Background: an optimization exercise with open tools, aiming at small area, a short achievable clock period and few clock cycles per item. Do not read the settings as production practice. In this exercise RTL edits were held to simulation tests only and were not proved equivalent to the original.

the baseline:
==> module sram_sequencer, before the edit <==
module sram_sequencer (
	input  logic                Clock_50,
	input  logic                Resetn,
	input  logic                start,
	input  csc_pkg::channel_t   x,
	input  csc_pkg::channel_t   g,
	output logic [34:0]         req,
	output logic                done,
	output logic                push,
	output logic [1:0]          push_src,
	output logic                uh_cap,
	output logic                vh_cap,
	output logic                y_cap,
	output logic                uo_cap,
	output logic [4:0]          phase,
	output logic                sr,
	output logic                sb
);
logic pro;
logic run;
logic [7:0] k;
logic [4:0] ph;
logic [7:0] hold_b;
logic [7:0] hold_g;
logic [17:0] addr_q;
logic [15:0] wd_q;
logic we_q;
logic [17:0] nxt_addr;
logic nxt_we_n;
logic [7:0] kp1;
logic [6:0] cw;
logic [8:0] k3;
logic k_ge7;
logic tail;
logic virt;
logic pre;
logic k_end;
logic idle;
assign req = {addr_q, wd_q, !we_q};
assign idle = !pro && !run;
assign tail = (k >= 8'd154) && (k <= 8'd159);
assign virt = (k == 8'd255);
assign pre = (k[7:1] == 7'h7f);
assign k_end = (k == 8'd160);
assign k_ge7 = (k >= 8'd7);
always_comb begin
	push = 1'b0;
	push_src = 2'd0;
	uh_cap = 1'b0;
	vh_cap = 1'b0;
	if (pro) begin
		push = (k >= 8'd3);
		if (k == 8'd9) push_src = 2'd2;
		else if (k == 8'd10) push_src = 2'd3;
		else begin
			uh_cap = k[0];
			vh_cap = !k[0];
		end
	end else if (run) begin
		if (ph[0]) begin
			push = 1'b1;
			push_src = (k[0] && !tail) ? 2'd1 : 2'd2;
		end
		if (ph[1]) begin
			push = 1'b1;
			push_src = (k[0] && !tail) ? 2'd0 : 2'd3;
			uh_cap = !k[0] && !tail;
			vh_cap = k[0] && !tail;
		end
	end
end
assign y_cap = ph[0];
assign uo_cap = ph[4];
assign phase = ph;
logic kp1_co;
logic cw_co;
logic k3_co;
ripple_add #(.N(8)) u_kp1 (.a (k), .b (8'd0), .ci (1'b1), .s (kp1), .co (kp1_co));
ripple_add #(.N(7)) u_cw (.a (k[7:1]), .b (7'd3), .ci (1'b0), .s (cw), .co (cw_co));
ripple_add #(.N(9)) u_k3 (
	.a  ({k, ph[0] || ph[1]}),
	.b  ({1'b0, k}),
	.ci (ph[1]),
	.s  (k3),
	.co (k3_co)
);
always_comb begin
	nxt_addr = {10'd0, kp1};
	nxt_we_n = 1'b1;
	if (idle) begin
		nxt_addr = csc_pkg::u_base;
	end else if (pro) begin
		if (k == 8'd11) nxt_addr = csc_pkg::u_base | 18'd2;
		else nxt_addr = (k[0] ? csc_pkg::v_base : csc_pkg::u_base) | {17'd0, k_ge7};
	end else begin
		if (ph[3]) begin
			nxt_addr = (k[0] ? csc_pkg::v_base : csc_pkg::u_base) | {11'd0, cw};
		end else if (ph[4]) begin
			nxt_addr = csc_pkg::rgb_base | {9'd0, k3};
			nxt_we_n = virt;
		end else if (ph[0] || ph[1]) begin
			nxt_addr = csc_pkg::rgb_base | {9'd0, k3};
			nxt_we_n = pre;
		end
	end
end
always_ff @(posedge Clock_50 or negedge Resetn) begin
	if (!Resetn) begin
		pro <= 1'b0;
		run <= 1'b0;
		done <= 1'b0;
		we_q <= 1'b0;
	end else begin
		we_q <= !nxt_we_n;
		if (idle) begin
			if (start) begin
				pro <= 1'b1;
				done <= 1'b0;
			end
		end else if (pro) begin
			if (k == 8'd12) begin
				pro <= 1'b0;
				run <= 1'b1;
			end
		end else if (ph[2] && k_end) begin
			run <= 1'b0;
			done <= 1'b1;
		end
	end
end
always_ff @(posedge Clock_50) begin
	addr_q <= nxt_addr;
	if (idle) begin
		k <= 8'd1;
	end else if (pro) begin
		if (k == 8'd12) begin
			k <= 8'd254;
			ph <= 5'b00001;
		end else begin
			k <= kp1;
		end
	end else begin
		ph <= {ph[3:0], ph[4]};
		if (ph[1]) k <= kp1;
	end
	sr <= ph[2] || ph[3];
	sb <= ph[1] || ph[4];
	if (ph[3]) hold_b <= x;
	hold_g <= g;
	if (ph[4]) wd_q <= {x, g};
	else if (ph[0]) wd_q <= {hold_b, x};
	else wd_q <= {hold_g, x};
end
endmodule
Settings: LEC_CHECK=0, ABC_AREA=1, CAP_MARGIN=20, CORE_MARGIN=2, CORE_UTILIZATION=40, SLEW_MARGIN=20; clock period 15.0 ns.
standard.sh (not shown) runs the stock make flow with config.mk's settings and CLKGATE_MAP_FILE= SYNTH_SCRIPT=/design/flow/synth_recipe.tcl, a recipe that flattens the netlist after the stock synthesis.
==> flow/flow/run.sh <==
#!/bin/bash
# The standard layout, with the port buffers that global placement inserts
# made of buf_4 cells, and clock tree synthesis clustering 25 sinks within
# 80 um per leaf buffer, without dummy loads.
set -euo pipefail
bash standard.sh synth > synth.log 2>&1
export BUFFER_PORTS_ARGS="-buffer_cell sky130_fd_sc_hd__buf_4"
export CTS_ARGS="-sink_clustering_enable -repair_clock_nets -sink_clustering_size 25 -sink_clustering_max_diameter 80 -dont_use_dummy_load"
bash standard.sh finish > layout.log 2>&1
Testbench counts of the baseline, summed over its fixed seeds: cycles 39,408, rows 48.
--- input diff the baseline..the candidate ---
--- a/flow/design.v
+++ b/flow/design.v
@@ -50,14 +50,14 @@
 logic k_ge7;
 logic tail;
 logic virt;
-logic pre;
+logic k_nz;
 logic k_end;
 logic idle;
 assign req = {addr_q, wd_q, !we_q};
 assign idle = !pro && !run;
-assign tail = (k >= 8'd154) && (k <= 8'd159);
+assign tail = (k >= 8'd155) && (k <= 8'd160);
 assign virt = (k == 8'd255);
-assign pre = (k[7:1] == 7'h7f);
+assign k_nz = (k != 8'd0);
 assign k_end = (k == 8'd160);
 assign k_ge7 = (k >= 8'd7);
 always_comb begin
@@ -76,31 +76,28 @@
 	end else if (run) begin
 		if (ph[0]) begin
 			push = 1'b1;
-			push_src = (k[0] && !tail) ? 2'd1 : 2'd2;
+			push_src = (!k[0] && !tail) ? 2'd1 : 2'd2;
 		end
 		if (ph[1]) begin
 			push = 1'b1;
-			push_src = (k[0] && !tail) ? 2'd0 : 2'd3;
-			uh_cap = !k[0] && !tail;
-			vh_cap = k[0] && !tail;
+			push_src = (!k[0] && !tail) ? 2'd0 : 2'd3;
+			uh_cap = k[0] && !tail;
+			vh_cap = !k[0] && !tail;
 		end
 	end
 end
 assign y_cap = ph[0];
 assign uo_cap = ph[4];
 assign phase = ph;
+logic [8:0] a_inc;
 logic kp1_co;
 logic cw_co;
 logic k3_co;
+logic a_inc_co;
 ripple_add #(.N(8)) u_kp1 (.a (k), .b (8'd0), .ci (1'b1), .s (kp1), .co (kp1_co));
 ripple_add #(.N(7)) u_cw (.a (k[7:1]), .b (7'd3), .ci (1'b0), .s (cw), .co (cw_co));
-ripple_add #(.N(9)) u_k3 (
-	.a  ({k, ph[0] || ph[1]}),
-	.b  ({1'b0, k}),
-	.ci (ph[1]),
-	.s  (k3),
-	.co (k3_co)
-);
+ripple_add #(.N(9)) u_k3 (.a ({k, 1'b0}), .b ({1'b0, k}), .ci (1'b0), .s (k3), .co (k3_co));
+ripple_add #(.N(9)) u_a_inc (.a (addr_q[8:0]), .b (9'd0), .ci (1'b1), .s (a_inc), .co (a_inc_co));
 always_comb begin
 	nxt_addr = {10'd0, kp1};
 	nxt_we_n = 1'b1;
@@ -116,8 +113,8 @@
 			nxt_addr = csc_pkg::rgb_base | {9'd0, k3};
 			nxt_we_n = virt;
 		end else if (ph[0] || ph[1]) begin
-			nxt_addr = csc_pkg::rgb_base | {9'd0, k3};
-			nxt_we_n = pre;
+			nxt_addr = csc_pkg::rgb_base | {9'd0, a_inc};
+			nxt_we_n = !k_nz || virt;
 		end
 	end
 end
@@ -151,14 +148,14 @@
 		k <= 8'd1;
 	end else if (pro) begin
 		if (k == 8'd12) begin
-			k <= 8'd254;
+			k <= 8'd255;
 			ph <= 5'b00001;
 		end else begin
 			k <= kp1;
 		end
 	end else begin
 		ph <= {ph[3:0], ph[4]};
-		if (ph[1]) k <= kp1;
+		if (ph[4]) k <= kp1;
 	end
 	sr <= ph[2] || ph[3];
 	sb <= ph[1] || ph[4];
==> comparison <==
- The share of final layout cell area taken by non-clock buffers on the baseline is in line with that on the candidate.
- Compared the candidate against the baseline; area growth from synthesis to final layout within noise.
- Cmp the candidate vs the baseline: mean cell area of the mapped netlist lower in the candidate
- Delta (the candidate minus the baseline): number of I/O pins was more or less identical, fraction of area in clock buffers and inverters held steady, cell area up 1.1%, sequential cell count about even, multi-input combinational cell count has increased.
- Compared with the baseline, the candidate shows cell count that has gone up slightly.
Testbench counts of the candidate, summed over its fixed seeds: cycles 39,408, rows 48.

[port drivers added, routing unchanged]
In the flow no input, the clock included, has a driving cell. The finished layouts below were timed again as built, in two steps.
Step 1 sets driving cells, clkbuf_16 on the clock port and buf_2 on the other inputs (assumed; they add their load-dependent delay and slew).
Step 2 adds t to the input delays and takes it off the output delays; t is the mean of the earliest and latest rising clock arrival at the registers after step 1. Input paths then give back, and output paths get back, about the clock's delay inside the block.
Slacks: no drivers / after step 1 / after step 2; pairs: no drivers / after step 1.
| run | t (ns) | slack for setup (ns) | hold slack, ns | worst setup path after step 2 |
|---|---|---|---|---|
| the baseline | 0.557 | 9.595 / 9.595 / 9.595 | 0.424 / 0.424 / 0.424 | register to register |
| the candidate | 0.580 | 10.871 / 10.813 / 11.224 | 0.401 / 0.401 / 0.401 | register to register |
After both steps every run listed still meets setup and hold.
